This design comes from an exercise in tuning for small area, a short achievable clock period and few clock cycles per item on the open sky130 flow, not from production work.
Only simulation tests tie the RTL to the original design; equivalence was not proved.
Power and IR drop assume default switching activity.

==> flow/design.v (excerpt) <==
module brute_force_matcher (
    input  logic        interface_clk,
    input  logic        rst,
    input  logic        i_load_valid,
    input  logic [72:0] i_load_word,     
    input  logic [1:0]  i_match_ready,
    output logic        o_load_ready,
    output logic [1:0]  o_match_valid,
    output logic [37:0] o_match          
);
==> flow/config.mk <==
export PLATFORM = sky130hd
export DESIGN_NAME = brute_force_matcher
export DESIGN_NICKNAME = brute_force_matcher
export VERILOG_FILES = /design/flow/design.v
export SDC_FILE = /design/flow/constraint.sdc
export NUM_CORES = 4
export LEC_CHECK = 0
export ABC_CLOCK_PERIOD_IN_PS = 3000
export CAP_MARGIN = 20
export CORE_MARGIN = 2
export CORE_UTILIZATION = 40
export SETUP_SLACK_MARGIN = 5
export SLEW_MARGIN = 20
export TNS_END_PERCENT = 100
==> flow/constraint.sdc <==
create_clock -name core_clock -period 9.5 [get_ports {interface_clk}]
set_input_delay 1.9000 -clock core_clock [delete_from_list [all_inputs] [get_ports {interface_clk}]]
set_output_delay 1.9000 -clock core_clock [all_outputs]
set_load 0.01 [all_outputs]
standard.sh (not shown) runs the stock make flow with config.mk's settings and CLKGATE_MAP_FILE= SYNTH_SCRIPT=/design/flow/synth_recipe.tcl, a recipe that flattens the netlist after the stock synthesis.
==> flow/flow/run.sh <==
#!/bin/bash
# Layout flow: the standard synthesis, then a netlist clean-up of adder polarities
# (flow/fa_polarity.py: drops the inverters synthesis leaves between adder cells; registers
# and all other cells unchanged), then the standard ORFS steps from floorplan to finish,
# with the timing repair aimed below the clock period (SETUP_SLACK_MARGIN) and every
# port buffered with buf_4.
set -euo pipefail
MARGIN=6.25
R=orfs/results/sky130hd/brute_force_matcher/base
bash standard.sh synth > make_synth.log 2>&1
cp $R/1_2_yosys.v $R/1_2_yosys_std.v
python3 flow/fa_polarity.py $R/1_2_yosys_std.v $R/1_2_yosys.v > fa_polarity.log 2>&1
rm -f $R/1_synth.odb $R/1_synth.sdc
bash standard.sh SETUP_SLACK_MARGIN=$MARGIN "BUFFER_PORTS_ARGS=-buffer_cell sky130_fd_sc_hd__buf_4" finish > make_finish.log 2>&1
Other scripts of this flow, unchanged in this note and not shown: flow/flow/fa_polarity.py
Testbench counts at the start, summed over its fixed seeds: cycles 1,360, queries 1,024.
Edit:
--- a/flow/flow/run.sh
+++ b/flow/flow/run.sh
@@ -7,3 +7,3 @@
 set -euo pipefail
-MARGIN=6.25
+MARGIN=6.3
 R=orfs/results/sky130hd/brute_force_matcher/base
CTS_CLUSTER_DIAMETER = 60   (was not set)
CTS_CLUSTER_SIZE = 24   (was not set)
=> First-iteration DRC count goes down by 0.75%. Clock-buffer cell count goes down by 109. Setup slack is worse by 0.014 ns. Non-clock buffer count goes up by 10. Design area goes down by 1.2%. Wire length barely changes. Cell count goes down by 1.1%. Utilization goes down by 0.56 points.

---

job 101:
Starting RTL as in the previous note.
clock: 9.5 ns
lec_check: 0
abc_clock_period_in_ps: 3000
cap_margin: 5
core_margin: 2
core_utilization: 40
cts_cluster_diameter: 60
cts_cluster_size: 24
setup_slack_margin: 5
slew_margin: 5
tns_end_percent: 100
==> flow/flow/run.sh <==
#!/bin/bash
# Layout flow: the standard synthesis, then a netlist clean-up of adder polarities
# (flow/fa_polarity.py: drops the inverters synthesis leaves between adder cells; registers
# and all other cells unchanged), then the standard ORFS steps from floorplan to finish,
# with the timing repair aimed below the clock period (SETUP_SLACK_MARGIN) and every
# port buffered with buf_4.
set -euo pipefail
MARGIN=6.2
R=orfs/results/sky130hd/brute_force_matcher/base
bash standard.sh synth > make_synth.log 2>&1
cp $R/1_2_yosys.v $R/1_2_yosys_std.v
python3 flow/fa_polarity.py $R/1_2_yosys_std.v $R/1_2_yosys.v > fa_polarity.log 2>&1
rm -f $R/1_synth.odb $R/1_synth.sdc
bash standard.sh SETUP_SLACK_MARGIN=$MARGIN "BUFFER_PORTS_ARGS=-buffer_cell sky130_fd_sc_hd__buf_4" finish > make_finish.log 2>&1
Other scripts of this flow, unchanged in this note and not shown: flow/flow/fa_polarity.py
Job 101 completed; timing, DRC and antenna clean
Testbench counts of job 101, summed over its fixed seeds: cycles 1,360, queries 1,024.
Modified inputs, job 102 compared to job 101
Settings: changing CAP_MARGIN from 5 to 20; changing SLEW_MARGIN from 5 to 20; removing CTS_CLUSTER_SIZE (formerly 24); removing CTS_CLUSTER_DIAMETER (formerly 60).
## What came out
Compared to job 101, job 102 has count of clock-buffer cells in the layout 126 higher.
Detailed-route vias per instance across job 102 and job 101: no real change.
Job 101 -> job 102: synthesized cell count flat
Overall via count from detail_route: job 102 worse than job 101
Taking job 101 as the reference, in job 102 final critical path time including I/O delays and setup decreased by 0.074 ns relative to the old numbers; hold slack decreased by 0.0083 ns relative to the old numbers.
Per the comparison of job 102 with job 101, fraction of cell area in non-clock buffers dropped 0.17 points; area of all placed cells without fillers climbed 1.5%.
Input changes introduced in job 103 (baseline for comparison: job 102):
Settings: an added CTS_CLUSTER_DIAMETER of 60; an added PLACE_DENSITY of 0.75; an added CTS_CLUSTER_SIZE of 24.
[summary]
Job 102: no failed stages, no open violations at the end
Job 103 completed end to end with timing, DRC and antenna clean.
Cell area: job 103 lower than job 102
As far as synthesized cell count goes, job 102 and job 103 are indistinguishable; the numbers are identical.
Row sequential share of layout area: job 103 higher / job 102 lower
Going from job 102 to job 103, total power consumption of the routed design shows a reduction of 2.0 mW, global-route met3 utilization shows an increase of 0.47 points, wire length shows a reduction of 4.7%, clock share of power shows a reduction of 5.4 points, initial antenna violation count shows an increase of 4.
Job 103 vs job 102 — post-route minimum period rose 0.18 ns.
What job 104 does differently from job 103 at the input level:
Settings: PLACE_DENSITY removed (was 0.75).
## What came out
Ratio of final minimum period to clock period ends up higher on job 103. Job 104: fraction of met3 tracks used by global routing is 0.43 points lower than what job 103 reported. The cell count of job 104 exceeds that of job 103 by 70. Job 103 → job 104: clock-net power climbed about 15%, post-route worst setup slack increased 0.15 ns, met1 demand-to-capacity share in global routing now larger. | final-layout worst hold slack | job 104 vs job 103 | worse |. Diff job 103 -> job 104: clock tree buffer count of the final layout higher, power consumption higher, data arrival time of the critical path -0.19 ns, final routed wirelength across all metal layers grew by 4.4%.

[re-timing with driven ports]
The results above use ideal ports. As a check the final layouts listed here were re-extracted and re-timed, cells and wires unchanged.
Step 1 assumes that a clkbuf_16 drives the clock port and a buf_2 every other input.
Step 2 adds t to the input delays and takes it off the output delays; t is the mean of the earliest and latest rising clock arrival at the registers after step 1. Input paths then give back, and output paths get back, about the clock's delay inside the block.
Three values: ideal, step 1, step 2; two values: the first two.
| run | t, ns | setup WS [ns] | hold slack, ns | worst setup path at the end | clock arrival spread, ns |
|---|---|---|---|---|---|
| the first run of note 1 | 0.883 | 6.224 / 6.138 / 5.420 | 0.321 / 0.321 / 0.321 | input to register | 0.070 / 0.069 |
| the second run of note 1 | 0.880 | 6.209 / 6.126 / 5.479 | 0.325 / 0.325 / 0.325 | input to register | 0.049 / 0.048 |
| job 101 | 0.861 | 6.149 / 6.147 / 5.351 | 0.330 / 0.330 / 0.330 | input to register | 0.056 / 0.056 |
| job 102 | 0.896 | 6.224 / 6.129 / 5.401 | 0.322 / 0.322 / 0.322 | input to register | 0.056 / 0.056 |
| job 103 | 0.838 | 6.039 / 6.096 / 5.258 | 0.331 / 0.331 / 0.331 | input to register | 0.108 / 0.108 |
| job 104 | 0.869 | 6.185 / 6.138 / 5.379 | 0.321 / 0.321 / 0.321 | input to register | 0.039 / 0.039 |
After both steps setup and hold are still met in every run listed. The setup slack of job 102, which loses most, moves by -0.095 ns with the drivers and by -0.823 ns with both steps.
